This is an optimization exercise on Yosys and OpenROAD, whose aim is a short achievable clock period and few clock cycles, not a production implementation. Where RTL was checked, it was by simulation tests only, not by an equivalence proof against the original. The RTL of runs 1 and 2 was laid out without a check of its function. Power is estimated from default activity; no workload was simulated.

### flow/config.mk
export PLATFORM = sky130hd
export DESIGN_NAME = mem_sys_top
export DESIGN_NICKNAME = mem_sys_top
export VERILOG_FILES = /design/flow/design.v
export SDC_FILE = /design/flow/constraint.sdc
export NUM_CORES = 4
export LEC_CHECK = 0
export ABC_CLOCK_PERIOD_IN_PS = 2000
export CAP_MARGIN = 20
export CORE_MARGIN = 2
export CORE_UTILIZATION = 70
export PLACE_DENSITY = 0.78
export SETUP_SLACK_MARGIN = 3.0
export SLEW_MARGIN = 20
export TNS_END_PERCENT = 100
### flow/constraint.sdc
create_clock -name core_clock -period 8.0 [get_ports {clk}]
set_input_delay 1.6000 -clock core_clock [delete_from_list [all_inputs] [get_ports {clk}]]
set_output_delay 1.6000 -clock core_clock [all_outputs]
set_load 0.01 [all_outputs]
### flow/design.v
package mem_sys_pkg;
    localparam int LINE_BITS       = 256;
    localparam int BURST_BITS      = 64;
    localparam int BURSTS_PER_LINE = LINE_BITS / BURST_BITS;
    typedef struct packed {
        logic [23:0] tag;
        logic [2:0]  set;
        logic [2:0]  word;
        logic [1:0]  byte_off;
    } addr_fields_t;
    typedef union packed {
        logic [31:0]  raw;
        addr_fields_t f;
    } mem_addr_u;
    typedef enum logic [1:0] {
        GRANT_IDLE   = 2'd0,
        GRANT_ICACHE = 2'd1,
        GRANT_DCACHE = 2'd2
    } grant_e;
endpackage
`timescale 1ns/1ps
import mem_sys_pkg::*;
module line_cache #(
    parameter int NS       = 16,    
    parameter int PKW      = 9,     
    parameter bit WRITABLE = 1'b1
) (
    input  logic        clk,
    input  logic        rst_n_i,
    input  logic        cpu_read_i,
    input  logic        cpu_write_i,
    input  logic [31:0] cpu_addr_i,
    input  logic [31:0] cpu_wdata_i,
    input  logic [3:0]  cpu_be_i,
    output logic [31:0] cpu_rdata_o,
    output logic        cpu_resp_o,
    output logic        cpu_hit_o,
    output logic        breq_o,
    output logic        bwrite_o,
    output logic [26:0] bline_o,
    output logic [63:0] bwdata_o,
    input  logic        bbeat_i,       
    input  logic [1:0]  bcnt_i,        
    input  logic [63:0] brdata_i
);
    localparam int SB = $clog2(NS);
    localparam logic [1:0] ST_IDLE = 2'd0;
    localparam logic [1:0] ST_WB   = 2'd1;
    localparam logic [1:0] ST_RD   = 2'd2;
    logic [7:0][31:0] sdata [NS];    
    logic [26:0]   sline  [NS];
    logic [NS-1:0] svalid;
    logic [NS-1:0] svis;
    logic [NS-1:0] sdirty;
    logic [SB-1:0] sptr;
    logic [1:0]    state;
    logic          missed;
    logic [SB-1:0] rslot;      
    logic [2:0]    word;
    logic [2:0]    idx;
    logic [26:0]   lineaddr;
    logic          req;
    assign word     = cpu_addr_i[4:2];
    assign idx      = cpu_addr_i[7:5];
    assign lineaddr = cpu_addr_i[31:5];
    assign req      = cpu_read_i || cpu_write_i;
    logic [NS-1:0] pmatch;
    logic [NS-1:0] match;
    logic          any;
    logic          vhit;
    logic [31:0]   rword;
    always_comb begin
        rword = '0;
        for (int k = 0; k < NS; k++) begin
            pmatch[k] = svalid[k] && (sline[k][PKW-1:0] == lineaddr[PKW-1:0]);
            match[k]  = pmatch[k] && (sline[k][26:PKW] == lineaddr[26:PKW]);
            rword     = rword | ({32{pmatch[k]}} & sdata[k][word]);
        end
        any  = |match;
        vhit = |(match & svis);
    end
    assign cpu_resp_o  = req && any;
    assign cpu_hit_o   = vhit && !missed;
    assign cpu_rdata_o = rword;
    logic [SB-1:0] nslot;
    always_comb begin
        nslot = sptr;
        for (int n = NS - 1; n >= 0; n--) begin
            if (!svis[SB'(sptr + SB'(n))]) nslot = SB'(sptr + SB'(n));
        end
        for (int k = 0; k < NS; k++) begin
            if (pmatch[k]) nslot = SB'(k);
        end
    end
    logic [NS-1:0] at_idx;
    always_comb begin
        for (int k = 0; k < NS; k++) begin
            at_idx[k] = svis[k] && (sline[k][2:0] == idx);
        end
    end
    logic miss_start;
    logic take;           
    logic wb_done;
    logic fill_beat;
    logic fill_done;
    logic wr_hit;
    assign miss_start = (state == ST_IDLE) && req && !any;
    assign wb_done    = (state == ST_WB) && bbeat_i && (bcnt_i == 2'd3);
    assign fill_beat  = (state == ST_RD) && bbeat_i;
    assign fill_done  = fill_beat && (bcnt_i == 2'd3);
    assign take       = (cpu_resp_o && !vhit) || fill_done;
    assign wr_hit     = WRITABLE && cpu_resp_o && cpu_write_i;
    always_ff @(posedge clk) begin
        if (!rst_n_i) begin
            state  <= ST_IDLE;
            missed <= 1'b0;
            svalid <= '0;
            svis   <= '0;
            sdirty <= '0;
            sptr   <= '0;
            rslot  <= '0;
        end else begin
            if (cpu_resp_o) begin
                missed <= 1'b0;
            end else if (req) begin
                missed <= 1'b1;
            end
            if (take) begin
                svis <= (svis & ~at_idx) | (fill_done ? (NS'(1) << rslot) : match);
            end
            if (wr_hit) begin
                sdirty <= sdirty | match;
            end
            case (state)
                ST_IDLE: begin
                    if (miss_start) begin
                        rslot <= nslot;
                        if (!(|pmatch)) sptr <= SB'(nslot + 1'b1);
                        state <= (WRITABLE && svalid[nslot] && sdirty[nslot]) ? ST_WB : ST_RD;
                    end
                end
                ST_WB: begin
                    if (wb_done) begin
                        state <= ST_RD;
                    end
                end
                ST_RD: begin
                    if (fill_beat) begin
                        svalid[rslot] <= fill_done;
                    end
                    if (fill_done) begin
                        sdirty[rslot] <= 1'b0;
                        state         <= ST_IDLE;
                    end
                end
                default: state <= ST_IDLE;
            endcase
        end
    end
    always_ff @(posedge clk) begin
        for (int k = 0; k < NS; k++) begin
            if (fill_beat && rslot == SB'(k)) begin
                for (int w = 0; w < 8; w++) begin
                    if (bcnt_i == 2'(w / 2)) sdata[k][w] <= brdata_i[(w % 2) * 32 +: 32];
                end
                if (bcnt_i == 2'd3) sline[k] <= lineaddr;
            end else if (wr_hit && match[k]) begin
                for (int w = 0; w < 8; w++) begin
                    for (int b = 0; b < 4; b++) begin
                        if (word == 3'(w) && cpu_be_i[b]) sdata[k][w][b * 8 +: 8] <= cpu_wdata_i[b * 8 +: 8];
                    end
                end
            end
        end
    end
    assign breq_o   = (state == ST_WB) || (state == ST_RD);
    assign bwrite_o = (state == ST_WB);
    assign bline_o  = (state == ST_WB) ? sline[rslot] : lineaddr;
    logic [1:0]  wbeat;
    logic [63:0] wdata_q;
    assign wbeat = bbeat_i ? bcnt_i + 1'b1 : bcnt_i;
    always_ff @(posedge clk) begin
        if (WRITABLE && state == ST_WB) begin
            wdata_q <= {sdata[rslot][{wbeat, 1'b1}], sdata[rslot][{wbeat, 1'b0}]};
        end
    end
    assign bwdata_o = wdata_q;
endmodule
`timescale 1ns/1ps
import mem_sys_pkg::*;
module mem_arbiter (
    input  logic        clk,
    input  logic        rst_n_i,
    input  logic        ireq_i,
    input  logic [26:0] iline_i,
    input  logic        dreq_i,
    input  logic        dwrite_i,
    input  logic [26:0] dline_i,
    output logic        ibeat_o,
    output logic        dbeat_o,
    output logic [1:0]  cnt_o,
    output logic        mem_read_o,
    output logic        mem_write_o,
    output logic [31:0] mem_addr_o,
    input  logic        mem_resp_i
);
    logic        busy;
    logic        own_d;
    logic [26:0] line;
    logic [1:0]  cnt;
    always_ff @(posedge clk) begin
        if (!rst_n_i) begin
            busy        <= 1'b0;
            mem_read_o  <= 1'b0;
            mem_write_o <= 1'b0;
            cnt         <= '0;
        end else if (!busy) begin
            cnt <= '0;
            if (dreq_i) begin
                busy        <= 1'b1;
                own_d       <= 1'b1;
                mem_read_o  <= !dwrite_i;
                mem_write_o <= dwrite_i;
                line        <= dline_i;
            end else if (ireq_i) begin
                busy        <= 1'b1;
                own_d       <= 1'b0;
                mem_read_o  <= 1'b1;
                mem_write_o <= 1'b0;
                line        <= iline_i;
            end
        end else if (mem_resp_i) begin
            cnt <= cnt + 1'b1;
            if (cnt == 2'd3) begin
                busy        <= 1'b0;
                mem_read_o  <= 1'b0;
                mem_write_o <= 1'b0;
            end
        end
    end
    assign mem_addr_o  = {line, 5'b0};
    assign cnt_o       = cnt;
    assign ibeat_o     = busy && !own_d && mem_resp_i;
    assign dbeat_o     = busy && own_d && mem_resp_i;
endmodule
`timescale 1ns/1ps
import mem_sys_pkg::*;
module mem_sys_top #(
    parameter int NUM_SETS = 8
) (
    input  logic                               clk,
    input  logic                               rst_n_i,
    input  logic                               inst_read_i,
    input  logic [31:0]                        inst_addr_i,
    output logic [31:0]                        inst_rdata_o,
    output logic                               inst_resp_o,
    output logic                               inst_hit_o,
    input  logic                               data_read_i,
    input  logic                               data_write_i,
    input  logic [31:0]                        data_addr_i,
    input  logic [31:0]                        data_wdata_i,
    input  logic [3:0]                         data_be_i,
    output logic [31:0]                        data_rdata_o,
    output logic                               data_resp_o,
    output logic                               data_hit_o,
    output logic                               mem_read_o,
    output logic                               mem_write_o,
    output logic [31:0]                        mem_addr_o,
    output logic [mem_sys_pkg::BURST_BITS-1:0] mem_wdata_o,
    input  logic [mem_sys_pkg::BURST_BITS-1:0] mem_rdata_i,
    input  logic                               mem_resp_i
);
    logic        ireq, dreq, dwrite;
    logic [26:0] iline, dline;
    logic        ibeat, dbeat;
    logic [1:0]  cnt;
    line_cache #(.WRITABLE(1'b0)) icache (
        .clk         (clk),
        .rst_n_i     (rst_n_i),
        .cpu_read_i  (inst_read_i),
        .cpu_write_i (1'b0),
        .cpu_addr_i  (inst_addr_i),
        .cpu_wdata_i (32'd0),
        .cpu_be_i    (4'h0),
        .cpu_rdata_o (inst_rdata_o),
        .cpu_resp_o  (inst_resp_o),
        .cpu_hit_o   (inst_hit_o),
        .breq_o      (ireq),
        .bwrite_o    (),
        .bline_o     (iline),
        .bwdata_o    (),
        .bbeat_i     (ibeat),
        .bcnt_i      (cnt),
        .brdata_i    (mem_rdata_i)
    );
    line_cache #(.WRITABLE(1'b1)) dcache (
        .clk         (clk),
        .rst_n_i     (rst_n_i),
        .cpu_read_i  (data_read_i),
        .cpu_write_i (data_write_i),
        .cpu_addr_i  (data_addr_i),
        .cpu_wdata_i (data_wdata_i),
        .cpu_be_i    (data_be_i),
        .cpu_rdata_o (data_rdata_o),
        .cpu_resp_o  (data_resp_o),
        .cpu_hit_o   (data_hit_o),
        .breq_o      (dreq),
        .bwrite_o    (dwrite),
        .bline_o     (dline),
        .bwdata_o    (mem_wdata_o),
        .bbeat_i     (dbeat),
        .bcnt_i      (cnt),
        .brdata_i    (mem_rdata_i)
    );
    mem_arbiter arbiter (
        .clk         (clk),
        .rst_n_i     (rst_n_i),
        .ireq_i      (ireq),
        .iline_i     (iline),
        .dreq_i      (dreq),
        .dwrite_i    (dwrite),
        .dline_i     (dline),
        .ibeat_o     (ibeat),
        .dbeat_o     (dbeat),
        .cnt_o       (cnt),
        .mem_read_o  (mem_read_o),
        .mem_write_o (mem_write_o),
        .mem_addr_o  (mem_addr_o),
        .mem_resp_i  (mem_resp_i)
    );
endmodule
### flow/run.sh
#!/bin/bash
# synth_recipe.tcl (not shown) runs the flow's synth.tcl, then flattens the netlist and writes it again
# the make line also repeats each setting of config.mk as NAME=value (left out here)
make -C /OpenROAD-flow-scripts/flow DESIGN_CONFIG=/design/flow/config.mk WORK_HOME=/design/flow/orfs CLKGATE_MAP_FILE= SYNTH_SCRIPT=/design/flow/synth_recipe.tcl finish
==> impl_table.tex, run 1 <==
\begin{tabular}{lr}
\hline
Metric & Value \\
\hline
\multicolumn{2}{l}{\textbf{Placed design}} \\
Post-DP HPWL & 1200000 um \\
Number of port buffers & 326 \\
Routability congestion estimate from global placement & 1.11 \\
\multicolumn{2}{l}{\textbf{Logic synthesis}} \\
Largest family of logic cells by synthesized area & multiplexers \\
Synth Flop Type & edfxtp\_1 \\
Share of async-settable or async-resettable flops after synthesis & 0\% \\
Share of the synthesized netlist area taken by xor and xnor gates & 1.98\% \\
Number of warnings printed during yosys synthesis & 7 \\
Number of library cell types mapped by synthesis & 103 \\
Mapped Area & 400000 sq um \\
Proportion of synthesized chip area in sequential cells & 69.2\% \\
Seq cells post-synth & 9254 \\
Share of the synthesized area in compound gates (AO/OA/AOI/OAI) & 6.90\% \\
Largest cells by area after synthesis & edfxtp\_1 69\%, mux4\_2 12\%, nand2\_1 2.9\% \\
Synth Instances & 24000 \\
Synth top area share & between 60\% and 70\% \\
Synthesized-area fraction occupied by and/or/nand/nor cells & 5.06\% \\
Synth Area in Adders & 0.116\% \\
Post-synthesis cell type with the largest combined area & edfxtp\_1 \\
Multiplexer share of the synthesized area & 14.8\% \\
Number of enable-type register cells in the synthesized netlist & 9148 \\
Synthesized area per cell & 16.7 sq um \\
\multicolumn{2}{l}{\textbf{Floorplanning}} \\
Die boundary width & 760 um \\
Top-level port count & 336 \\
Initial Util & a little over two thirds \\
Die Ht & 760 um \\
Number of standard-cell rows in the floorplan & $\sim$280 \\
\multicolumn{2}{l}{\textbf{Run status}} \\
Status & did not finish \\
First Error & [ERROR DPL-0033] detailed placement checks failed during check placement. \\
Last step reached & detailed placement \\
\hline
\end{tabular}
[cells in the mapped netlist (106+ instances only)]
| cell | n |
|---|---|
| edfxtp_1 | 9148 |
| nand2_1 | 3072 |
| mux4_2 | 2098 |
| clkbuf_1 | 1234 |
| mux2i_1 | 1101 |
| a22oi_1 | 992 |
| o21ai_0 | 635 |
| o22ai_1 | 538 |
| buf_1 | 532 |
| xor2_1 | 491 |
| xnor2_1 | 407 |
| a22o_1 | 405 |
| nor2_1 | 405 |
| nand3_1 | 397 |
| nand4_1 | 341 |
| a221oi_1 | 330 |
| a21oi_1 | 290 |
| a222oi_1 | 228 |
| nor4_1 | 182 |
| dfxtp_1 | 106 |
| inv_1 | 106 |
[how the worst min path moves through the flow]
| stage | depth (start not counted) | slack [ps] | endpoint | from |
|---|---|---|---|---|
| after global placement | 2 | 460 | icache.missed$_SDFFE_PP0P_ | icache.missed$_SDFFE_PP0P_ |
| after floorplan | 2 | 450 | icache.missed$_SDFFE_PP0P_ | icache.missed$_SDFFE_PP0P_ |
[stage by stage]
| stage | area (sq um) | total power (W) | setup slack, ps |
|---|---|---|---|
| after floorplan | 401000 | 0.0605 | 2510 |
| after global placement | 421000 | 0.0651 | 428 |
[power groups by stage]
stage | logic (W) | registers, W | clock network [W]
after global placement | 0.0105 | 0.0546 | 0
after floorplan | 0.00602 | 0.0545 | 0
[cells by family after synthesis]
kind of cell / count (synthesis)
DFF: 9254
and+or+nand+nor: 4720
AOI/OAI and AO/OA: 3823
muxes: 3274
buffers and inverters: 2009
xor gates and xnor gates: 901
adders and majority gates: 37
other: 1
==> run 2, diff against run 1 <==
--- a/flow/design.v
+++ b/flow/design.v
@@ -36,8 +36,9 @@
     output logic        cpu_resp_o,
     output logic        cpu_hit_o,
-    output logic        breq_o,
+    output logic        breq_o,        
     output logic        bwrite_o,
     output logic [26:0] bline_o,
     output logic [63:0] bwdata_o,
+    input  logic        bown_i,        
     input  logic        bbeat_i,       
     input  logic [1:0]  bcnt_i,        
@@ -137,5 +138,5 @@
                         rslot <= nslot;
                         if (!(|pmatch)) sptr <= SB'(nslot + 1'b1);
-                        state <= (WRITABLE && svalid[nslot] && sdirty[nslot]) ? ST_WB : ST_RD;
+                        state <= need_wb ? ST_WB : ST_RD;
                     end
                 end
@@ -174,13 +175,38 @@
         end
     end
-    assign breq_o   = (state == ST_WB) || (state == ST_RD);
-    assign bwrite_o = (state == ST_WB);
-    assign bline_o  = (state == ST_WB) ? sline[rslot] : lineaddr;
+    logic need_wb;
+    assign need_wb = WRITABLE && svalid[nslot] && sdirty[nslot];
+    always_comb begin
+        breq_o   = 1'b0;
+        bwrite_o = 1'b0;
+        bline_o  = lineaddr;
+        case (state)
+            ST_IDLE: begin
+                breq_o   = miss_start;
+                bwrite_o = need_wb;
+                if (need_wb) bline_o = sline[nslot];
+            end
+            ST_WB: begin
+                breq_o = 1'b1;
+                if (!wb_done) begin
+                    bwrite_o = 1'b1;
+                    bline_o  = sline[rslot];
+                end
+            end
+            ST_RD: breq_o = !fill_done;
+            default: ;
+        endcase
+    end
     logic [1:0]  wbeat;
     logic [63:0] wdata_q;
-    assign wbeat = bbeat_i ? bcnt_i + 1'b1 : bcnt_i;
+    logic [SB-1:0] wslot;
+    always_comb begin
+        wbeat = 2'd0;
+        if (bown_i) wbeat = bbeat_i ? bcnt_i + 1'b1 : bcnt_i;
+        wslot = (state == ST_IDLE) ? nslot : rslot;
+    end
     always_ff @(posedge clk) begin
-        if (WRITABLE && state == ST_WB) begin
-            wdata_q <= {sdata[rslot][{wbeat, 1'b1}], sdata[rslot][{wbeat, 1'b0}]};
+        if (WRITABLE) begin
+            wdata_q <= {sdata[wslot][{wbeat, 1'b1}], sdata[wslot][{wbeat, 1'b0}]};
         end
     end
@@ -197,4 +223,6 @@
     input  logic        dwrite_i,
     input  logic [26:0] dline_i,
+    output logic        iown_o,
+    output logic        down_o,
     output logic        ibeat_o,
     output logic        dbeat_o,
@@ -209,4 +237,6 @@
     logic [26:0] line;
     logic [1:0]  cnt;
+    logic        free;
+    assign free = !busy || (mem_resp_i && cnt == 2'd3);
     always_ff @(posedge clk) begin
         if (!rst_n_i) begin
@@ -215,25 +245,25 @@
             mem_write_o <= 1'b0;
             cnt         <= '0;
-        end else if (!busy) begin
-            cnt <= '0;
-            if (dreq_i) begin
-                busy        <= 1'b1;
-                own_d       <= 1'b1;
-                mem_read_o  <= !dwrite_i;
-                mem_write_o <= dwrite_i;
-                line        <= dline_i;
-            end else if (ireq_i) begin
-                busy        <= 1'b1;
-                own_d       <= 1'b0;
-                mem_read_o  <= 1'b1;
-                mem_write_o <= 1'b0;
-                line        <= iline_i;
+        end else begin
+            if (busy && mem_resp_i) begin
+                cnt <= cnt + 1'b1;
             end
-        end else if (mem_resp_i) begin
-            cnt <= cnt + 1'b1;
-            if (cnt == 2'd3) begin
+            if (free) begin
+                cnt         <= '0;
                 busy        <= 1'b0;
                 mem_read_o  <= 1'b0;
                 mem_write_o <= 1'b0;
+                if (dreq_i) begin
+                    busy        <= 1'b1;
+                    own_d       <= 1'b1;
+                    mem_read_o  <= !dwrite_i;
+                    mem_write_o <= dwrite_i;
+                    line        <= dline_i;
+                end else if (ireq_i) begin
+                    busy        <= 1'b1;
+                    own_d       <= 1'b0;
+                    mem_read_o  <= 1'b1;
+                    line        <= iline_i;
+                end
             end
         end
@@ -241,4 +271,6 @@
     assign mem_addr_o  = {line, 5'b0};
     assign cnt_o       = cnt;
+    assign iown_o      = busy && !own_d;
+    assign down_o      = busy && own_d;
     assign ibeat_o     = busy && !own_d && mem_resp_i;
     assign dbeat_o     = busy && own_d && mem_resp_i;
@@ -274,4 +306,5 @@
     logic [26:0] iline, dline;
     logic        ibeat, dbeat;
+    logic        iown, down;
     logic [1:0]  cnt;
     line_cache #(.WRITABLE(1'b0)) icache (
@@ -290,4 +323,5 @@
         .bline_o     (iline),
         .bwdata_o    (),
+        .bown_i      (iown),
         .bbeat_i     (ibeat),
         .bcnt_i      (cnt),
@@ -309,4 +343,5 @@
         .bline_o     (dline),
         .bwdata_o    (mem_wdata_o),
+        .bown_i      (down),
         .bbeat_i     (dbeat),
         .bcnt_i      (cnt),
@@ -321,4 +356,6 @@
         .dwrite_i    (dwrite),
         .dline_i     (dline),
+        .iown_o      (iown),
+        .down_o      (down),
         .ibeat_o     (ibeat),
         .dbeat_o     (dbeat),
==> flow/flow/run.sh (new file) <==
#!/bin/bash
# Own layout flow: the standard layout (standard.sh), run with ORFS's
# resizer free to pick any buffer or gate size (MATCH_CELL_FOOTPRINT=0)
# instead of only cells of the same footprint. Everything else, including
# the standard synthesis, is standard.sh's own. Each make run's full output
# goes to a log file in this folder.
set -euo pipefail
sed 's/CLKGATE_MAP_FILE= /CLKGATE_MAP_FILE= MATCH_CELL_FOOTPRINT=0 /' standard.sh > standard_nofp.sh
grep -q 'MATCH_CELL_FOOTPRINT=0' standard_nofp.sh
bash standard_nofp.sh synth > synth.log 2>&1
bash standard_nofp.sh finish > layout.log 2>&1
test -f out/final.def
==> flow/standard.sh (new file) <==
#!/bin/bash
# synth_recipe.tcl (not shown) runs the flow's synth.tcl, then flattens the netlist and writes it again
# the make line also repeats each setting of config.mk as NAME=value (left out here)
make -C /OpenROAD-flow-scripts/flow DESIGN_CONFIG=/design/flow/config.mk WORK_HOME=/design/flow/orfs CLKGATE_MAP_FILE= SYNTH_SCRIPT=/design/flow/synth_recipe.tcl "${@:-finish}"
removed: flow/run.sh
==> impl_table.tex, run 2 <==
\begin{tabular}{lr}
\hline
Metric & Value \\
\hline
\multicolumn{2}{l}{\textbf{Clock tree}} \\
Sinks on the clock net & 9254 \\
CTS Root Buffer Type & clkbuf\_16 \\
Quantity of gates resized following cts & 2794 \\
Longest Clk Path Bufs & 4 \\
CTS H-tree depth & 6 \\
Buffers inserted during post-CTS setup optimization & $\sim$1000 \\
Total clock buffers created by CTS & slightly below 900 \\
Hold buffers post-CTS & 0 \\
\multicolumn{2}{l}{\textbf{Logic synthesis}} \\
Seq cells post-synth & 9254 \\
Synth Instances & between 20000 and 30000 \\
Number of enable-type register cells in the synthesized netlist & roughly 9000 \\
Proportion of synthesized chip area in sequential cells & 68.1\% \\
Post-synthesis cell type with the largest combined area & edfxtp\_1 \\
Share of async-settable or async-resettable flops after synthesis & 0\% \\
Count leader, synth & edfxtp\_1 \\
Number of library cell types mapped by synthesis & 100 \\
Cell types with the highest counts after synthesis & 9084 x edfxtp\_1, 3625 x nand2\_1, 2090 x mux4\_2 \\
Synth Flop Type & edfxtp\_1 \\
Number of warnings printed during yosys synthesis & 7 \\
Largest cells by area after synthesis & edfxtp\_1 67\%, mux4\_2 12\%, nand2\_1 3.4\% \\
Synth top area share & between 60\% and 70\% \\
Mapped Area & slightly above 400000 sq um \\
Synthesized area per cell & 16.0 sq um \\
\multicolumn{2}{l}{\textbf{Run status}} \\
Last step reached & clock tree synthesis \\
Status & did not finish \\
First Error & [ERROR DPL-0033] detailed placement checks failed during check placement. \\
\multicolumn{2}{l}{\textbf{Placed design}} \\
Routability congestion estimate from global placement & about 1.2 \\
Cell area after placement & about 430000 sq um \\
Post-DP HPWL & 1340000 um \\
Number of port buffers & 326 \\
\multicolumn{2}{l}{\textbf{Floorplanning}} \\
Die Ht & 765 um \\
Number of standard-cell rows in the floorplan & 279 \\
Initial Util & 70.3\% \\
Die boundary width & 765 um \\
Top-level port count & 336 \\
\hline
\end{tabular}
[run 2: cell types whose count changed after synthesis, moves of 91 or more]
| cell | before | now |
|---|---|---|
| and3_1 | 52 | 143 |
| mux2i_1 | 1101 | 1218 |
| a22o_1 | 405 | 199 |
| nand2_1 | 3072 | 3625 |
| a22oi_1 | 992 | 795 |
| buf_2 | 89 | 313 |
| o21ai_0 | 635 | 407 |
| a31oi_1 | 24 | 118 |
| a21oi_1 | 290 | 984 |
[run 2: through the flow]
stage,setup slack (ps),instances
3_3_place_gp,392,33100
2_1_floorplan,2460,25300
3_5_place_dp,78.3,33100
[run 2: power by group through the flow]
stage | Sequential (W) | Combinational [W] | Clock, W
detailed placement | 0.0551 | 0.0288 | 0
floorplan | 0.0548 | 0.0136 | 0
global placement | 0.0550 | 0.0282 | 0
[run 2: cell families after synthesis]
group	synth area share, %
adder cells (fa/ha/maj)	0.114
buffers and inverters	2.04
multiplexers	14.7
AND/OR/NAND/NOR	5.78
XOR/XNOR	1.94
flip-flops	68.1
other	0.000925
AO/OA/AOI/OAI	7.30
[run 2: how the worst max path moves through the flow]
stage | from | endpoint | slack (ps) | cells past startpoint
3_5_place_dp | data_addr_i[5] | dcache.wdata_q[31]$_DFF_P_ | 80 | 16
2_1_floorplan | data_addr_i[8] | arbiter.line[26]$_DFFE_PP_ | 2460 | 22
3_3_place_gp | data_addr_i[5] | dcache.wdata_q[52]$_DFF_P_ | 390 | 19
==> run 3, diff against run 2 <==
--- a/flow/design.v
+++ b/flow/design.v
@@ -183,7 +183,5 @@
         case (state)
             ST_IDLE: begin
-                breq_o   = miss_start;
-                bwrite_o = need_wb;
-                if (need_wb) bline_o = sline[nslot];
+                breq_o = miss_start && !need_wb;
             end
             ST_WB: begin
@@ -200,13 +198,11 @@
     logic [1:0]  wbeat;
     logic [63:0] wdata_q;
-    logic [SB-1:0] wslot;
     always_comb begin
         wbeat = 2'd0;
         if (bown_i) wbeat = bbeat_i ? bcnt_i + 1'b1 : bcnt_i;
-        wslot = (state == ST_IDLE) ? nslot : rslot;
     end
     always_ff @(posedge clk) begin
         if (WRITABLE) begin
-            wdata_q <= {sdata[wslot][{wbeat, 1'b1}], sdata[wslot][{wbeat, 1'b0}]};
+            wdata_q <= {sdata[rslot][{wbeat, 1'b1}], sdata[rslot][{wbeat, 1'b0}]};
         end
     end
--- a/flow/config.mk
+++ b/flow/config.mk
@@ -9,6 +9,8 @@
 export CAP_MARGIN = 20
 export CORE_MARGIN = 2
-export CORE_UTILIZATION = 70
-export PLACE_DENSITY = 0.78
+export CORE_UTILIZATION = 50
+export CTS_CLUSTER_DIAMETER = 80
+export CTS_CLUSTER_SIZE = 30
+export PLACE_DENSITY = 0.6
 export SETUP_SLACK_MARGIN = 3.0
 export SLEW_MARGIN = 20
==> impl_table.tex, run 3 <==
\begin{tabular}{lr}
\hline
Metric & Value \\
\hline
\multicolumn{2}{l}{\textbf{Floorplanning}} \\
Number of standard-cell rows in the floorplan & 328 \\
Area of the die & just over 800000 sq um \\
Die Ht & 899 um \\
Initial Util & roughly half \\
Top-level port count & $\sim$340 \\
Die boundary width & 899 um \\
Floorplan core area & between 700000 and 800000 sq um \\
\multicolumn{2}{l}{\textbf{Cells and area}} \\
Net total in the final layout & between 20000 and 30000 \\
Fraction of final layout cells with drive strength greater than 1 & between 20\% and 30\% \\
Largest registers & dcache.sdata: 4096 flops, icache.sdata: 4096 flops \\
Number of fill cells & 59500 \\
Sequential Area & 276000 sq um \\
Most common cell after layout, fill and taps aside & edfxtp\_1 \\
Area growth from synthesis to layout & 17.7\% \\
Top library cells by usage in the layout, fill and taps aside & 9084 x edfxtp\_1, 2776 x nand2\_1, 2100 x mux4\_2 \\
Multi-input combinational cell area & 129000 sq um \\
Final non-filler cell total & 37200 \\
\multicolumn{2}{l}{\textbf{Drt}} \\
Wirelength per Cell & 53.7 um \\
Drt initial violations & just over 60000 \\
Drt drc & 0 \\
Via Count & 288000 \\
Wire length after detailed routing & around 2000000 um \\
Detailed-route vias per instance & a little under 8 \\
First-pass detailed-route iteration total & 10 \\
Final ANT Viol Nets & 0 \\
\multicolumn{2}{l}{\textbf{Clock tree}} \\
Sinks on the clock net & 9254 \\
Clock transition at the registers of the reported paths & 80 ps \\
CTS H-tree depth & 6 \\
Clock latency reported for the late side of the worst-skew pair & roughly 1300 ps \\
Longest Clk Path Bufs & 4 \\
TritonCTS clock tree & done \\
CTS Root Buffer Type & clkbuf\_16 \\
Total clock buffers created by CTS & between 500 and 600 \\
\multicolumn{2}{l}{\textbf{Timing}} \\
Final cycle utilization of the critical path & 77.3\% \\
Headroom to the max-slew limit & 7.40\% \\
Final hold vios & 0 \\
Clock period minus final worst setup slack & 6180 ps \\
Smallest hold slack & about 500 ps \\
Setup ws final & $\sim$1800 ps \\
Worst clock skew on the final layout & 115 ps \\
Number of setup violations in the final report & 0 \\
Achievable frequency & around 160 MHz \\
Number of pins exceeding their max-slew limit in the final report & 0 \\
Least-Margin Pin Slew & 1390 ps \\
Unrepaired setup endpoints after global routing & yes \\
Post-route setup TNS & 0 ps \\
\multicolumn{2}{l}{\textbf{Worst setup path}} \\
Launch point of the worst reg-to-reg path & dcache.rslot[0]\$\_SDFFE\_PN0P\_ \\
Category of the worst setup path launch point & input pin \\
Critical register-to-register path endpoint & dcache.sdata[14][80]\$\_DFFE\_PP\_ \\
Element type at the critical path end & output port \\
Type of the worst setup path & input pin to output port \\
CP Max Fanout & 13 \\
Arrival time worst endpoint & around 4600 ps \\
Reg2reg setup slack & about 2600 ps \\
Data required time of the worst path & roughly 6400 ps \\
Beginning of the critical path & data\_addr\_i[8] \\
Cell count of the worst reg-to-reg path & 8 \\
CP endpoint & data\_rdata\_o[19] \\
\multicolumn{2}{l}{\textbf{Logic synthesis}} \\
Count leader, synth & edfxtp\_1 \\
Cell types with the highest counts after synthesis & 9084 x edfxtp\_1, 2809 x nand2\_1, 2100 x mux4\_2 \\
Number of library cell types mapped by synthesis & 82 \\
Synth Instances & 24300 \\
Mapped Area & approximately 400000 sq um \\
Synthesized area per cell & 16.5 sq um \\
Proportion of synthesized chip area in sequential cells & 69.0\% \\
Post-synthesis cell type with the largest combined area & edfxtp\_1 \\
Share of async-settable or async-resettable flops after synthesis & 0\% \\
Seq cells post-synth & $\sim$9300 \\
Largest cells by area after synthesis & edfxtp\_1 68\%, mux4\_2 12\%, mux2i\_1 3.0\% \\
Number of enable-type register cells in the synthesized netlist & 9084 \\
Synth top area share & approximately two thirds \\
Number of warnings printed during yosys synthesis & 7 \\
Synth Flop Type & edfxtp\_1 \\
\multicolumn{2}{l}{\textbf{Placed design}} \\
Setup WS pre-CTS & 786 ps \\
Post-DP HPWL & 1230000 um \\
Routability congestion estimate from global placement & 1.06 \\
Number of port buffers & 326 \\
Number of cells in the design after placement & between 30000 and 40000 \\
\multicolumn{2}{l}{\textbf{GRT}} \\
Largest net degree at the start of global routing & 122 \\
Initial antenna violation count & 260 \\
Met1 track demand over resource & between 50\% and 60\% \\
Global routing met3 resource utilization & 21.5\% \\
Global-route wire length before repair & 2550000 um \\
GR Layer Usage met2 & 66.2\% \\
Tot GR Track Use & 48.2\% \\
Most heavily used metal layer in global routing & met2 \\
Via count of the first global-routing pass & 257000 \\
Final global-route overflow total & 0 \\
\multicolumn{2}{l}{\textbf{Pwr}} \\
Power, Total & 0.0941 W \\
Power density relative to cell area & 199 nW/um\^{}2 \\
Cell leakage power & 153 nW \\
Worst vdd ir & between 0.0002 and 0.0003 V \\
\multicolumn{2}{l}{\textbf{Min path}} \\
Hold crit path type & flop to flop \\
\multicolumn{2}{l}{\textbf{Run status}} \\
Status & complete, no violations \\
\multicolumn{2}{l}{\textbf{Flow run}} \\
Max-cap check violation count & 0 \\
\hline
\end{tabular}
-- run 3: changes by cell type after synthesis, moves of 110 or more --
cell | before | now
nand2_1 | 3625 | 2809
a22oi_1 | 795 | 1424
buf_2 | 313 | 31
a222oi_1 | 262 | 2
clkbuf_1 | 1162 | 1385
o21ai_0 | 407 | 206
xnor2_1 | 423 | 587
xor2_1 | 473 | 309
nand4_1 | 269 | 422
a21oi_1 | 984 | 850
nor3_1 | 102 | 212
-- run 3: worst min-delay path by stage --
| stage | cells past startpoint | startpoint | end | slack [ps] |
|---|---|---|---|---|
| after floorplan | 2 | dcache.sdirty[1]$_SDFF_PN0_ | dcache.sdirty[1]$_SDFF_PN0_ | 450 |
| after global placement | 2 | dcache.missed$_SDFFE_PP0N_ | dcache.missed$_SDFFE_PP0N_ | 460 |
| after detailed placement | 2 | dcache.missed$_SDFFE_PP0N_ | dcache.missed$_SDFFE_PP0N_ | 470 |
| after CTS | 2 | dcache.sdirty[1]$_SDFF_PN0_ | dcache.sdirty[1]$_SDFF_PN0_ | 500 |
| final | 2 | dcache.sdirty[1]$_SDFF_PN0_ | dcache.sdirty[1]$_SDFF_PN0_ | 500 |
| after global routing | 2 | dcache.missed$_SDFFE_PP0N_ | dcache.missed$_SDFFE_PP0N_ | 520 |
-- run 3: cell families after synthesis --
logic type / Yosys count / share of synthesized area (%)
fa+ha+maj: 34 / 0.106
compound gates: 3938 / 6.84
simple gates: 4864 / 5.30
flops: 9254 / 69.0
other cells: 1 / 0.000936
xor+xnor: 897 / 1.96
mux: 3343 / 14.9
buf+inv: 1995 / 1.90
-- run 3: repair_timing --
action                                  4_1_cts  5_1_grt
gates cloned                                158       26
resized for setup                          1997      526
endpoints found under the setup margin     3116     1370
setup buffers                               673      217
pin swaps                                   348      233
hold buffers                                  0        0
-- run 3: area by class of cell --
class / count / area share [%]
Timing Repair Buffer: 2890 / 7.17
Sequential cell: 9254 / 58.6
Timing Repair inverter: 1 / 0.00186
Clock buffer: 586 / 2.99
Multi-Input combinational cell: 13100 / 27.3
Tap cell: 10600 / 2.80
Clock inverter: 377 / 0.943
Antenna cell: 387 / 0.205
Inverter: 55 / 0.0486
-- run 3: through the flow --
step                utilization (%)  cell area [sq um]
CTS                            58.2             465000
global placement               53.5             427000
finish                         59.1             472000
detailed placement             53.5             427000
global route                   59.0             471000
floorplan                         -             402000
-- run 3: worst max-delay path, stage by stage --
cell and delay, ps:
buf_16 140, buf_12 150, buf_4 140, xnor2_2 140
nand4_1 130, or3_4 350, buf_16 260, o22ai_2 150
nor2_2 200, nand4_1 730, buf_2 410
-- run 3: layer usage --
layer | vias up | routed length, um
met5 | - | 3280
met4 | 144 | 200000
met3 | 7618 | 310000
met2 | 29900 | 831000
met1 | 148000 | 654000
li1 | 102000 | -
-- run 3: report_power, final --
| group | internal [W] | leakage, nW | switching (W) | total, W |
|---|---|---|---|---|
| Combinational | 0.00309 | 60.9 | 0.00504 | 0.00813 |
| Clock | 0.0143 | 8.99 | 0.0183 | 0.0326 |
| Sequential | 0.0532 | 83.0 | 0.0000991 | 0.0533 |
| Total | 0.0706 | 153 | 0.0234 | 0.0941 |
Testbench counts of run 3, summed over its fixed seeds: cycles 12,956.

-- separate check: timing with driven ports --
The results above use ideal ports. As a check the final layout listed here was re-extracted and re-timed, cells and wires unchanged. Step 1 sets driving cells, clkbuf_16 on the clock port and buf_2 on the other inputs (assumed; they add their load-dependent delay and slew). Step 2 adds t to the input delays and takes it off the output delays; t is the mean of the earliest and latest rising clock arrival at the registers after step 1. Input paths then give back, and output paths get back, about the clock's delay inside the block. Three values: ideal ports, drivers, drivers and shift; two values: the first two.
run: run 3
t, ns: 1.400
setup slack, ns: 1.818 / 1.396 / 1.362
worst hold slack (ns): 0.499 / 0.499 / 0.499
worst setup path at the end: input to register
After both steps setup and hold are still met in run 3. For run 3, drivers alone change the setup slack by -0.422 ns; drivers and shift together by -0.456 ns.
